This is an optimization exercise on Yosys and OpenROAD, whose aim is small area, a short achievable clock period and few clock cycles, not a production implementation. In this exercise RTL edits were held to simulation tests only and were not proved equivalent to the original. No activity file was given, so power comes from the tool's default toggle rates.

==> wip/fjord <==
Design cdp_top, start of the top module:
module cdp_top (
	input  logic                  clk,
	input  logic                  rst_n,
	input  logic                  run,
	input  logic                  host_req,
	input  logic                  host_we,
	input  logic [RAM_ADDR_W-1:0] host_addr,
	input  logic [DATA_W-1:0]     host_wdata,
	output logic                  host_ack,
	output logic [DATA_W-1:0]     host_rdata,
	output logic                  q,
	output logic                  idle
);
	logic [4*(RAM_ADDR_W-2)-1:0] ram_row;
	logic [4*DATA_W-1:0] ram_rdata;
	logic [RAM_ADDR_W-1:0] wa;
	logic replan;
	logic plan_mem;
	logic [RAM_ADDR_W-1:0] plan_mem_addr;
	logic plan_jmp;
	logic [RAM_ADDR_W-1:0] plan_jmp_addr;
	logic [DATA_W-1:0] rdata_wa;
	logic ram_we;
	logic [RAM_ADDR_W-1:0] ram_waddr;
	logic [DATA_W-1:0] ram_wdata;
	logic [RAM_ADDR_W-1:0] core_wa_next;
	logic core_we;
	logic [RAM_ADDR_W-1:0] core_waddr;
	logic [DATA_W-1:0] core_wdata;
	logic snoop_we;
	cpu_core i_cpu_core (
		.clk(clk),
		.rst_n(rst_n),
		.run(run),
		.hold(host_ack),
		.replan(replan),
  ...
export LEC_CHECK = 0
export CAP_MARGIN = 20
export CORE_MARGIN = 2
export CORE_UTILIZATION = 50
export SETUP_SLACK_MARGIN = 5
export SLEW_MARGIN = 20
export SYNTH_HIERARCHICAL = 1
create_clock -name core_clock -period 11.0 [get_ports {clk}]
run.sh (not shown) runs the stock make flow with config.mk's settings and CLKGATE_MAP_FILE= SYNTH_SCRIPT=/design/flow/synth_recipe.tcl, a recipe that flattens the netlist after the stock synthesis.
==> wip/onyx: changes against wip/fjord <==
--- a/flow/design.v
+++ b/flow/design.v
@@ -77,19 +77,16 @@
 module cpu_core (
 	input  logic                  clk,
 	input  logic                  rst_n,
 	input  logic                  run,
 	input  logic                  hold,
-	output logic                  replan,
 	input  logic [4*DATA_W-1:0]   bank_rdata,
 	input  logic [RAM_ADDR_W-1:0] wa,
-	output logic [RAM_ADDR_W-1:0] wa_next,
-	output logic                  plan_mem,
-	output logic [RAM_ADDR_W-1:0] plan_mem_addr,
-	output logic                  plan_jmp,
-	output logic [RAM_ADDR_W-1:0] plan_jmp_addr,
+	input  logic [4*(RAM_ADDR_W-2)-1:0] frow,
+	output logic [4*(RAM_ADDR_W-2)-1:0] row,
 	output logic [DATA_W-1:0]     rdata_wa,
+	output logic [RAM_ADDR_W-1:0] wa_next,
 	output logic                  st_we,
 	output logic [RAM_ADDR_W-1:0] st_addr,
 	output logic [DATA_W-1:0]     st_data,
 	input  logic                  snoop_we,
 	input  logic [RAM_ADDR_W-1:0] snoop_addr,
@@ -103,65 +100,53 @@
 	logic [3:0] x;
 	logic [DATA_W-1:0] d;
 	logic df;
 	logic [DATA_W-1:0] ir;
 	logic iv;
-	logic [DATA_W-1:0] nxt;  
-	logic nv;
-	logic pend;  
-	logic [2:0] pend_op;
-	logic [RAM_ADDR_W-1:0] opa;  
-	logic act;
-	logic ex_a;
+	logic go;
 	logic ex;
-	logic ex_pend;
 	logic [3:0] major;
 	logic [3:0] n;
-	logic n_is_p;
 	logic is_alu;
 	logic is_imm;
+	logic is_alux;
+	logic is_ldn;
+	logic is_lda;
+	logic n_is_p;
 	logic memtype;
 	logic two_byte;
 	logic bubble;
 	logic [REG_W-1:0] bubble_pc;
 	logic [3:0] rsel;
 	logic [REG_W-1:0] rv;
 	logic branch_cond;
 	logic take_branch;
-	logic jump;
-	logic [2:0] ir_op;
 	logic [2:0] alu_op;
-	logic [1:0] osel;
 	logic [DATA_W-1:0] operand;
 	logic [DATA_W-1:0] alu_d;
 	logic alu_df;
-	logic [DATA_W-1:0] bank [4];
-	logic [1:0] wa_b1;
-	logic [DATA_W-1:0] rdata_wa1;
-	logic snoop_hit;
-	logic [RAM_ADDR_W-1:0] ir_addr;
 	logic [REG_W-1:0] pc_n;
 	logic [DATA_W-1:0] ir_n;
 	logic iv_n;
-	logic nv_n;
-	logic [DATA_W-1:0] nxt_n;
-	logic [3:0] x_n;
-	logic pend_n;
-	logic [RAM_ADDR_W-1:0] opa_n;
-	assign act = !idle && !hold;
-	assign ex_a = act && iv && !pend;
-	assign ex = run && ex_a;
-	assign ex_pend = run && act && pend;
-	assign replan = run || hold;
+	logic snoop_hit;
+	logic [RAM_ADDR_W-1:0] ir_addr;
+	logic [DATA_W-1:0] bank [4];
+	logic [1:0] wa_b1;
+	logic [DATA_W-1:0] rdata_wa1;
+	logic [DATA_W-1:0] rdata_op;
+	logic conflict;
+	assign go = run && !idle && !hold;
+	assign ex = go && iv;
 	assign major = ir[7:4];
 	assign n = ir[3:0];
-	assign n_is_p = (n == p);
 	assign is_alu = (major == OP_ALU);
 	assign is_imm = is_alu && ir[3] && (ir[2:0] != ALU_SHIFT);
-	assign memtype = ((major == OP_IDL_LDN) && (n != 4'd0))
-		|| ((major == OP_LDA) && !n_is_p)
-		|| (is_alu && !ir[3] && (ir[2:0] != ALU_SHIFT));
+	assign is_alux = is_alu && !ir[3] && (ir[2:0] != ALU_SHIFT);
+	assign is_ldn = (major == OP_IDL_LDN) && (n != 4'd0);
+	assign is_lda = (major == OP_LDA);
+	assign n_is_p = (n == p);
+	assign memtype = is_ldn || (is_lda && !n_is_p) || is_alux;
 	assign rsel = is_alu ? x : n;
 	assign rv = (rsel == p) ? pc : regs[rsel];
 	always_comb begin
 		case (ir[2:0])
 			3'd0:    branch_cond = 1'b1;
@@ -170,22 +155,26 @@
 			3'd3:    branch_cond = df;
 			default: branch_cond = 1'b0;  
 		endcase
 	end
 	assign take_branch = branch_cond ^ ir[3];
-	assign jump = (major == OP_BRANCH) && take_branch && nv;
 	always_comb begin
-		for (int k = 0; k < 4; k++)
+		for (int k = 0; k < 4; k++) begin
 			bank[k] = bank_rdata[k*DATA_W +: DATA_W];
+			if (memtype && iv && !hold && (rv[1:0] == k))
+				row[k*(RAM_ADDR_W-2) +: RAM_ADDR_W-2] = rv[RAM_ADDR_W-1:2];
+			else
+				row[k*(RAM_ADDR_W-2) +: RAM_ADDR_W-2] = frow[k*(RAM_ADDR_W-2) +: RAM_ADDR_W-2];
+		end
 	end
 	assign wa_b1 = wa[1:0] + 1'b1;
 	assign rdata_wa = bank[wa[1:0]];
 	assign rdata_wa1 = bank[wa_b1];
-	assign osel = pend ? opa[1:0] : wa[1:0];
-	assign operand = bank[osel];
-	assign ir_op = is_alu ? ir[2:0] : ALU_LOAD;  
-	assign alu_op = pend ? pend_op : ir_op;
+	assign rdata_op = bank[rv[1:0]];
+	assign conflict = memtype && (rv[1:0] == wa[1:0]);
+	assign operand = memtype ? rdata_op : rdata_wa;
+	assign alu_op = is_alu ? ir[2:0] : ALU_LOAD;  
 	cpu_alu i_cpu_alu (
 		.op(alu_op),
 		.shift_left(ir[3]),
 		.d_in(d),
 		.df_in(df),
@@ -210,17 +199,12 @@
 			OP_DEC: begin
 				bubble = n_is_p;
 				bubble_pc = pc - 1'b1;
 			end
 			OP_BRANCH: begin
-				if (take_branch) begin
-					bubble = !nv;
-					bubble_pc = {pc[REG_W-1:DATA_W], rdata_wa};
-				end else begin
-					bubble = nv && (nxt[1:0] == wa_b1);
-					bubble_pc = pc + 1'b1;
-				end
+				bubble = take_branch;
+				bubble_pc = {pc[REG_W-1:DATA_W], rdata_wa};
 			end
 			OP_STR: bubble = (rv[RAM_ADDR_W-1:0] == pc[RAM_ADDR_W-1:0]);  
 			OP_PLO: begin
 				bubble = n_is_p;
 				bubble_pc = {pc[REG_W-1:DATA_W], d};
@@ -231,110 +215,78 @@
 			end
 			OP_SEP: begin
 				bubble = 1'b1;
 				bubble_pc = rv;
 			end
-			default: ;
+			default: bubble = conflict;
 		endcase
 	end
 	assign ir_addr = pc[RAM_ADDR_W-1:0] - 1'b1;
 	assign snoop_hit = snoop_we && iv && (snoop_addr == ir_addr);
 	always_comb begin
 		pc_n = pc;
 		ir_n = ir;
 		iv_n = iv;
-		nv_n = nv && !snoop_we;
-		nxt_n = nxt;
-		pend_n = pend;
-		opa_n = opa;
-		if (act && pend) begin
-			pend_n = 1'b0;
-		end else if (act) begin
-			nv_n = 1'b0;
-			nxt_n = rdata_wa1;
+		if (go) begin
 			if (!iv) begin
 				ir_n = rdata_wa;
 				pc_n = pc + 1'b1;
 				iv_n = 1'b1;
-				nv_n = 1'b1;
 			end else if (bubble) begin
 				pc_n = bubble_pc;
 				iv_n = 1'b0;
-			end else if (jump) begin
-				ir_n = bank[nxt[1:0]];
-				pc_n = {pc[REG_W-1:DATA_W], nxt} + 1'b1;
 			end else if (two_byte) begin
 				ir_n = rdata_wa1;
 				pc_n = pc + 2'd2;
 			end else begin
 				ir_n = rdata_wa;
 				pc_n = pc + 1'b1;
-				nv_n = (major != OP_STR);
-				pend_n = memtype;
-				opa_n = rv[RAM_ADDR_W-1:0];
 			end
 		end else if (snoop_hit) begin
 			ir_n = snoop_data;
 		end
 	end
-	assign x_n = (ex_a && (major == OP_SEX)) ? n : x;
-	assign plan_mem = pend_n;
-	assign plan_mem_addr = opa_n;
-	assign plan_jmp = !pend_n && iv_n && (ir_n[7:4] == OP_BRANCH) && nv_n;
-	assign plan_jmp_addr = nxt_n;
 	assign wa_next = pc_n[RAM_ADDR_W-1:0];
 	assign st_we = ex && (major == OP_STR);
 	assign st_addr = rv[RAM_ADDR_W-1:0];
 	assign st_data = d;
 	always_ff @(posedge clk) begin
-		if (replan) begin
-			ir <= ir_n;
-			nxt <= nxt_n;
-			opa <= opa_n;
-		end
-		if (ex && memtype)
-			pend_op <= ir_op;
+		ir <= ir_n;
 		if (!rst_n) begin
 			pc <= '0;
 			iv <= 1'b0;
-			nv <= 1'b0;
-			pend <= 1'b0;
 			p <= RESET_P;
 			x <= RESET_X;
 			d <= '0;
 			df <= 1'b0;
 			q <= 1'b0;
 			idle <= 1'b0;
 		end else begin
-			if (replan) begin
-				pc <= pc_n;
-				iv <= iv_n;
-				nv <= nv_n;
-				x <= x_n;
-				pend <= pend_n;
-			end
-			if (ex_pend) begin
-				d <= alu_d;
-				df <= alu_df;
-			end else if (ex) begin
+			pc <= pc_n;
+			iv <= iv_n;
+			if (ex) begin
 				case (major)
-					OP_IDL_LDN: if (n == 4'd0) idle <= 1'b1;
+					OP_IDL_LDN: begin
+						if (n == 4'd0)
+							idle <= 1'b1;
+						else
+							d <= alu_d;
+					end
+					OP_LDA: d <= alu_d;
 					OP_MISC: begin
 						if (n == 4'ha)
 							q <= 1'b0;  
 						else if (n == 4'hb)
 							q <= 1'b1;  
 					end
 					OP_GLO: d <= rv[DATA_W-1:0];
 					OP_GHI: d <= rv[REG_W-1:DATA_W];
 					OP_SEP: p <= n;
-					OP_LDA: if (!memtype) d <= alu_d;  
+					OP_SEX: x <= n;
 					OP_ALU: begin
-						if (!memtype) begin
-							d <= alu_d;
-							df <= alu_df;
-						end
+						d <= alu_d;
+						df <= alu_df;
 					end
 					default: ;
 				endcase
 			end
 		end
@@ -360,62 +312,42 @@
 	input  logic                  rst_n,
 	input  logic                  host_req,
 	input  logic                  host_we,
 	input  logic [RAM_ADDR_W-1:0] host_addr,
 	input  logic [DATA_W-1:0]     host_wdata,
-	input  logic                  replan,
 	input  logic [RAM_ADDR_W-1:0] core_wa_next,
-	input  logic                  plan_mem,
-	input  logic [RAM_ADDR_W-1:0] plan_mem_addr,
-	input  logic                  plan_jmp,
-	input  logic [RAM_ADDR_W-1:0] plan_jmp_addr,
 	input  logic                  core_we,
 	input  logic [RAM_ADDR_W-1:0] core_waddr,
 	input  logic [DATA_W-1:0]     core_wdata,
 	input  logic [DATA_W-1:0]     rdata_wa,
 	output logic                  host_ack,
 	output logic [DATA_W-1:0]     host_rdata,
 	output logic [RAM_ADDR_W-1:0] wa,
-	output logic [4*(RAM_ADDR_W-2)-1:0] row,
+	output logic [4*(RAM_ADDR_W-2)-1:0] frow,
 	output logic                  ram_we,
 	output logic [RAM_ADDR_W-1:0] ram_waddr,
 	output logic [DATA_W-1:0]     ram_wdata,
 	output logic                  snoop_we
 );
 	logic host_we_q;
 	logic [DATA_W-1:0] host_wdata_q;
 	logic [RAM_ADDR_W-1:0] wa_n;
 	logic [RAM_ADDR_W-3:0] row_n;
 	logic [RAM_ADDR_W-3:0] row_n1;
-	logic [RAM_ADDR_W-3:0] bank_row_n [4];
 	assign wa_n = host_req ? host_addr : core_wa_next;
 	assign row_n = wa_n[RAM_ADDR_W-1:2];
 	assign row_n1 = row_n + 1'b1;
-	always_comb begin
-		for (int k = 0; k < 4; k++) begin
-			if (!host_req && plan_mem && (plan_mem_addr[1:0] == k))
-				bank_row_n[k] = plan_mem_addr[RAM_ADDR_W-1:2];
-			else if (!host_req && plan_jmp && (plan_jmp_addr[1:0] == k))
-				bank_row_n[k] = plan_jmp_addr[RAM_ADDR_W-1:2];
-			else if (k < wa_n[1:0])
-				bank_row_n[k] = row_n1;
-			else
-				bank_row_n[k] = row_n;
-		end
-	end
 	always_ff @(posedge clk) begin
 		if (!rst_n) begin
 			host_ack <= 1'b0;
 			wa <= '0;
-			row <= '0;
+			frow <= '0;
 		end else begin
 			host_ack <= host_req;
-			if (host_req || replan) begin
-				wa <= wa_n;
-				for (int k = 0; k < 4; k++)
-					row[k*(RAM_ADDR_W-2) +: RAM_ADDR_W-2] <= bank_row_n[k];
-			end
+			wa <= wa_n;
+			for (int k = 0; k < 4; k++)
+				frow[k*(RAM_ADDR_W-2) +: RAM_ADDR_W-2] <= (k < wa_n[1:0]) ? row_n1 : row_n;
 		end
 		host_we_q <= host_we;
 		host_wdata_q <= host_wdata;
 	end
 	assign host_rdata = rdata_wa;
@@ -459,15 +391,11 @@
 	output logic                  idle
 );
 	logic [4*(RAM_ADDR_W-2)-1:0] ram_row;
 	logic [4*DATA_W-1:0] ram_rdata;
 	logic [RAM_ADDR_W-1:0] wa;
-	logic replan;
-	logic plan_mem;
-	logic [RAM_ADDR_W-1:0] plan_mem_addr;
-	logic plan_jmp;
-	logic [RAM_ADDR_W-1:0] plan_jmp_addr;
+	logic [4*(RAM_ADDR_W-2)-1:0] frow;
 	logic [DATA_W-1:0] rdata_wa;
 	logic ram_we;
 	logic [RAM_ADDR_W-1:0] ram_waddr;
 	logic [DATA_W-1:0] ram_wdata;
 	logic [RAM_ADDR_W-1:0] core_wa_next;
@@ -478,19 +406,16 @@
 	cpu_core i_cpu_core (
 		.clk(clk),
 		.rst_n(rst_n),
 		.run(run),
 		.hold(host_ack),
-		.replan(replan),
 		.bank_rdata(ram_rdata),
 		.wa(wa),
-		.wa_next(core_wa_next),
-		.plan_mem(plan_mem),
-		.plan_mem_addr(plan_mem_addr),
-		.plan_jmp(plan_jmp),
-		.plan_jmp_addr(plan_jmp_addr),
+		.frow(frow),
+		.row(ram_row),
 		.rdata_wa(rdata_wa),
+		.wa_next(core_wa_next),
 		.st_we(core_we),
 		.st_addr(core_waddr),
 		.st_data(core_wdata),
 		.snoop_we(snoop_we),
 		.snoop_addr(wa),
@@ -503,24 +428,19 @@
 		.rst_n(rst_n),
 		.host_req(host_req),
 		.host_we(host_we),
 		.host_addr(host_addr),
 		.host_wdata(host_wdata),
-		.replan(replan),
 		.core_wa_next(core_wa_next),
-		.plan_mem(plan_mem),
-		.plan_mem_addr(plan_mem_addr),
-		.plan_jmp(plan_jmp),
-		.plan_jmp_addr(plan_jmp_addr),
 		.core_we(core_we),
 		.core_waddr(core_waddr),
 		.core_wdata(core_wdata),
 		.rdata_wa(rdata_wa),
 		.host_ack(host_ack),
 		.host_rdata(host_rdata),
 		.wa(wa),
-		.row(ram_row),
+		.frow(frow),
 		.ram_we(ram_we),
 		.ram_waddr(ram_waddr),
 		.ram_wdata(ram_wdata),
 		.snoop_we(snoop_we)
 	);
--- a/flow/config.mk
+++ b/flow/config.mk
@@ -6,8 +6,6 @@
 export NUM_CORES = 4
 export LEC_CHECK = 0
 export CAP_MARGIN = 20
 export CORE_MARGIN = 2
 export CORE_UTILIZATION = 50
-export SETUP_SLACK_MARGIN = 5
 export SLEW_MARGIN = 20
-export SYNTH_HIERARCHICAL = 1
==> wip/violet: changes against wip/fjord <==
--- a/flow/design.v
+++ b/flow/design.v
@@ -105,23 +105,24 @@
 	logic df;
 	logic [DATA_W-1:0] ir;
 	logic iv;
 	logic [DATA_W-1:0] nxt;  
 	logic nv;
-	logic pend;  
-	logic [2:0] pend_op;
-	logic [RAM_ADDR_W-1:0] opa;  
+	logic [1:0] opb;  
 	logic act;
 	logic ex_a;
 	logic ex;
-	logic ex_pend;
 	logic [3:0] major;
 	logic [3:0] n;
 	logic n_is_p;
 	logic is_alu;
 	logic is_imm;
-	logic memtype;
+	logic is_alux;
+	logic alux_m;  
+	logic ldx_m;  
+	logic mem_m;  
+	logic conflict;
 	logic two_byte;
 	logic bubble;
 	logic [REG_W-1:0] bubble_pc;
 	logic [3:0] rsel;
 	logic [REG_W-1:0] rv;
@@ -135,33 +136,39 @@
 	logic [DATA_W-1:0] alu_d;
 	logic alu_df;
 	logic [DATA_W-1:0] bank [4];
 	logic [1:0] wa_b1;
 	logic [DATA_W-1:0] rdata_wa1;
+	logic [1:0] wa_b2;
 	logic snoop_hit;
 	logic [RAM_ADDR_W-1:0] ir_addr;
 	logic [REG_W-1:0] pc_n;
 	logic [DATA_W-1:0] ir_n;
 	logic iv_n;
 	logic nv_n;
 	logic [DATA_W-1:0] nxt_n;
 	logic [3:0] x_n;
-	logic pend_n;
-	logic [RAM_ADDR_W-1:0] opa_n;
+	logic n_alux;
+	logic n_ldx;
+	logic [DATA_W-1:0] rn_n;
+	logic wr_lo;
+	logic [DATA_W-1:0] wr_lo_val;
+	logic [DATA_W-1:0] rx_n;
 	assign act = !idle && !hold;
-	assign ex_a = act && iv && !pend;
+	assign ex_a = act && iv;
 	assign ex = run && ex_a;
-	assign ex_pend = run && act && pend;
-	assign replan = run || hold;
+	assign replan = run || hold || !iv;
 	assign major = ir[7:4];
 	assign n = ir[3:0];
 	assign n_is_p = (n == p);
 	assign is_alu = (major == OP_ALU);
 	assign is_imm = is_alu && ir[3] && (ir[2:0] != ALU_SHIFT);
-	assign memtype = ((major == OP_IDL_LDN) && (n != 4'd0))
-		|| ((major == OP_LDA) && !n_is_p)
-		|| (is_alu && !ir[3] && (ir[2:0] != ALU_SHIFT));
+	assign is_alux = is_alu && !ir[3] && (ir[2:0] != ALU_SHIFT);
+	assign alux_m = is_alux && (x != p);
+	assign ldx_m = (((major == OP_IDL_LDN) && (n != 4'd0)) || (major == OP_LDA)) && !n_is_p;
+	assign mem_m = alux_m || ldx_m;
+	assign conflict = mem_m && (opb == wa[1:0]);
 	assign rsel = is_alu ? x : n;
 	assign rv = (rsel == p) ? pc : regs[rsel];
 	always_comb begin
 		case (ir[2:0])
 			3'd0:    branch_cond = 1'b1;
@@ -178,14 +185,14 @@
 			bank[k] = bank_rdata[k*DATA_W +: DATA_W];
 	end
 	assign wa_b1 = wa[1:0] + 1'b1;
 	assign rdata_wa = bank[wa[1:0]];
 	assign rdata_wa1 = bank[wa_b1];
-	assign osel = pend ? opa[1:0] : wa[1:0];
+	assign wa_b2 = wa[1:0] + 2'd2;
+	assign osel = mem_m ? opb : wa[1:0];
 	assign operand = bank[osel];
-	assign ir_op = is_alu ? ir[2:0] : ALU_LOAD;  
-	assign alu_op = pend ? pend_op : ir_op;
+	assign alu_op = is_alu ? ir[2:0] : ALU_LOAD;  
 	cpu_alu i_cpu_alu (
 		.op(alu_op),
 		.shift_left(ir[3]),
 		.d_in(d),
 		.df_in(df),
@@ -231,75 +238,108 @@
 			end
 			OP_SEP: begin
 				bubble = 1'b1;
 				bubble_pc = rv;
 			end
-			default: ;
+			default: bubble = conflict && !nv;  
 		endcase
 	end
 	assign ir_addr = pc[RAM_ADDR_W-1:0] - 1'b1;
 	assign snoop_hit = snoop_we && iv && (snoop_addr == ir_addr);
 	always_comb begin
 		pc_n = pc;
 		ir_n = ir;
 		iv_n = iv;
 		nv_n = nv && !snoop_we;
 		nxt_n = nxt;
-		pend_n = pend;
-		opa_n = opa;
-		if (act && pend) begin
-			pend_n = 1'b0;
-		end else if (act) begin
+		if (act) begin
 			nv_n = 1'b0;
 			nxt_n = rdata_wa1;
 			if (!iv) begin
 				ir_n = rdata_wa;
 				pc_n = pc + 1'b1;
 				iv_n = 1'b1;
 				nv_n = 1'b1;
 			end else if (bubble) begin
 				pc_n = bubble_pc;
 				iv_n = 1'b0;
+			end else if (conflict) begin
+				ir_n = nxt;
+				pc_n = pc + 1'b1;
+				nv_n = 1'b1;
 			end else if (jump) begin
 				ir_n = bank[nxt[1:0]];
 				pc_n = {pc[REG_W-1:DATA_W], nxt} + 1'b1;
 			end else if (two_byte) begin
 				ir_n = rdata_wa1;
 				pc_n = pc + 2'd2;
+				nxt_n = bank[wa_b2];
+				nv_n = !((major == OP_BRANCH) && nv && (nxt[1:0] == wa_b2));
 			end else begin
 				ir_n = rdata_wa;
 				pc_n = pc + 1'b1;
-				nv_n = (major != OP_STR);
-				pend_n = memtype;
-				opa_n = rv[RAM_ADDR_W-1:0];
+				nv_n = !((major == OP_STR) && (rv[RAM_ADDR_W-1:0] == ir_addr + 2'd2))
+					&& !(mem_m && (opb == wa_b1));
 			end
 		end else if (snoop_hit) begin
 			ir_n = snoop_data;
 		end
 	end
 	assign x_n = (ex_a && (major == OP_SEX)) ? n : x;
-	assign plan_mem = pend_n;
-	assign plan_mem_addr = opa_n;
-	assign plan_jmp = !pend_n && iv_n && (ir_n[7:4] == OP_BRANCH) && nv_n;
+	always_comb begin
+		wr_lo = 1'b0;
+		wr_lo_val = rv[DATA_W-1:0];
+		if (ex_a && !n_is_p) begin
+			case (major)
+				OP_INC, OP_LDA: begin
+					wr_lo = 1'b1;
+					wr_lo_val = rv[DATA_W-1:0] + 1'b1;
+				end
+				OP_DEC: begin
+					wr_lo = 1'b1;
+					wr_lo_val = rv[DATA_W-1:0] - 1'b1;
+				end
+				OP_PLO: begin
+					wr_lo = 1'b1;
+					wr_lo_val = d;
+				end
+				default: ;
+			endcase
+		end
+	end
+	always_comb begin
+		if (wr_lo && (x_n == n))
+			rx_n = wr_lo_val;
+		else
+			rx_n = regs[x_n][DATA_W-1:0];
+		if (wr_lo && (ir_n[3:0] == n))
+			rn_n = wr_lo_val;
+		else
+			rn_n = regs[ir_n[3:0]][DATA_W-1:0];
+	end
+	assign n_alux = iv_n && (ir_n[7:4] == OP_ALU) && !ir_n[3] && (ir_n[2:0] != ALU_SHIFT)
+		&& (x_n != p);
+	assign n_ldx = iv_n && (((ir_n[7:4] == OP_IDL_LDN) && (ir_n[3:0] != 4'd0)) || (ir_n[7:4] == OP_LDA))
+		&& (ir_n[3:0] != p);
+	assign plan_mem = n_alux || n_ldx;
+	assign plan_mem_addr = n_alux ? rx_n : rn_n;
+	assign plan_jmp = iv_n && (ir_n[7:4] == OP_BRANCH) && nv_n;
 	assign plan_jmp_addr = nxt_n;
 	assign wa_next = pc_n[RAM_ADDR_W-1:0];
 	assign st_we = ex && (major == OP_STR);
 	assign st_addr = rv[RAM_ADDR_W-1:0];
 	assign st_data = d;
 	always_ff @(posedge clk) begin
 		if (replan) begin
 			ir <= ir_n;
 			nxt <= nxt_n;
-			opa <= opa_n;
+			opb <= plan_mem_addr[1:0];
 		end
-		if (ex && memtype)
-			pend_op <= ir_op;
 		if (!rst_n) begin
 			pc <= '0;
 			iv <= 1'b0;
 			nv <= 1'b0;
-			pend <= 1'b0;
 			p <= RESET_P;
 			x <= RESET_X;
 			d <= '0;
 			df <= 1'b0;
 			q <= 1'b0;
@@ -308,33 +348,32 @@
 			if (replan) begin
 				pc <= pc_n;
 				iv <= iv_n;
 				nv <= nv_n;
 				x <= x_n;
-				pend <= pend_n;
 			end
-			if (ex_pend) begin
-				d <= alu_d;
-				df <= alu_df;
-			end else if (ex) begin
+			if (ex) begin
 				case (major)
-					OP_IDL_LDN: if (n == 4'd0) idle <= 1'b1;
+					OP_IDL_LDN: begin
+						if (n == 4'd0)
+							idle <= 1'b1;
+						else
+							d <= alu_d;
+					end
 					OP_MISC: begin
 						if (n == 4'ha)
 							q <= 1'b0;  
 						else if (n == 4'hb)
 							q <= 1'b1;  
 					end
 					OP_GLO: d <= rv[DATA_W-1:0];
 					OP_GHI: d <= rv[REG_W-1:DATA_W];
 					OP_SEP: p <= n;
-					OP_LDA: if (!memtype) d <= alu_d;  
+					OP_LDA: d <= alu_d;
 					OP_ALU: begin
-						if (!memtype) begin
-							d <= alu_d;
-							df <= alu_df;
-						end
+						d <= alu_d;
+						df <= alu_df;
 					end
 					default: ;
 				endcase
 			end
 		end
==> run summary <==
Of wip/fjord and wip/onyx, wip/onyx has the higher clock skew (gap 3.2 ps).
In wip/violet the die area is larger than in wip/fjord, by about 2.6%.
Worst hold slack, highest first: wip/fjord, wip/violet, wip/onyx.
In wip/fjord the routed wire length is smaller than in wip/onyx, by 19%.
Total power: wip/onyx < wip/fjord < wip/violet.
The highest sequential power belongs to wip/violet, the lowest to wip/onyx.
Between wip/fjord and wip/violet, the lower global-route usage is in wip/fjord (gap 1.6 points).
==> figures <==
| quantity | wip/violet | wip/onyx | wip/fjord |
|---|---|---|---|
| Capturing instance or port of the critical path | host_rdata[7] | host_rdata[1] | host_rdata[4] |
| Outcome | timing/DRC/antenna clean | timing/DRC/antenna clean | timing/DRC/antenna clean |
| Wire length on met2 | 150.1 mm | 164.6 mm | 140.8 mm |
| Share of Yosys cell area claimed by the top area cell type | 0.6617 | 0.6562 | 0.6818 |
| Total design power | 0.03313 W | 0.02234 W | 0.02431 W |
| Multi-input logic portion of the cell area | 0.2779 | 0.2731 | 0.2601 |
| Pin count of the biggest net entering global routing | 126 | 184 | 116 |
| Area after detailed placement | 0.1086 sq mm | 0.1099 sq mm | 0.1057 sq mm |
| Final cell area excluding filler cells | 0.1226 sq mm | 0.1186 sq mm | 0.1171 sq mm |
| Synth Cell Area | 0.1054 sq mm | 0.1058 sq mm | 0.1027 sq mm |
| Number of cell instances on the worst register-to-register path | 24 | 34 | 14 |
| Cell count after placement | 9010 | 10780 | 8392 |
| End of the worst register-to-register path | i_mem_arbiter.row[4]$_SDFFE_PN0P_ | i_cpu_core.d[6]$_SDFFE_PN0P_ | i_scratch_ram.g_bank[0].mem[2][0]$_DFFE_PP_ |
| Sequential power | 0.0112 W | 0.0101 W | 0.0107 W |
| Portion of the layout cell area used by non-clock buffers | 0.04360 | 0.03029 | 0.03130 |
Testbench counts of wip/fjord, summed over its fixed seeds: cycles 68,137.
Testbench counts of wip/onyx, summed over its fixed seeds: cycles 68,515.
Testbench counts of wip/violet, summed over its fixed seeds: cycles 61,738.

-- what the ideal ports hide --
No port has a modelled driver above. Below, the same layouts with a new extraction and two added sets of constraints. Step 1, drivers: a clkbuf_16 drives clk and a buf_2 each remaining input, both assumed. Step 2 also shifts input and output timing later by t, the mid clock arrival at the registers, as if the neighbouring blocks saw the same clock. Slacks: ideal ports / drivers / drivers and shift; pairs: ideal ports / drivers.
| run | shift t [ns] | setup slack, ns | clock arrival spread, ns |
|---|---|---|---|
| wip/fjord | 0.954 | 4.626 / 4.528 / 4.235 | 0.052 / 0.051 |
| wip/onyx | 0.975 | 0.173 / 0.074 / 0.317 | 0.054 / 0.054 |
| wip/violet | 0.961 | 4.749 / 4.660 / 4.601 | 0.053 / 0.053 |
After both steps every run listed still meets setup and hold. The setup slack of wip/fjord, which loses most, moves by -0.098 ns with the drivers and by -0.391 ns with both steps.
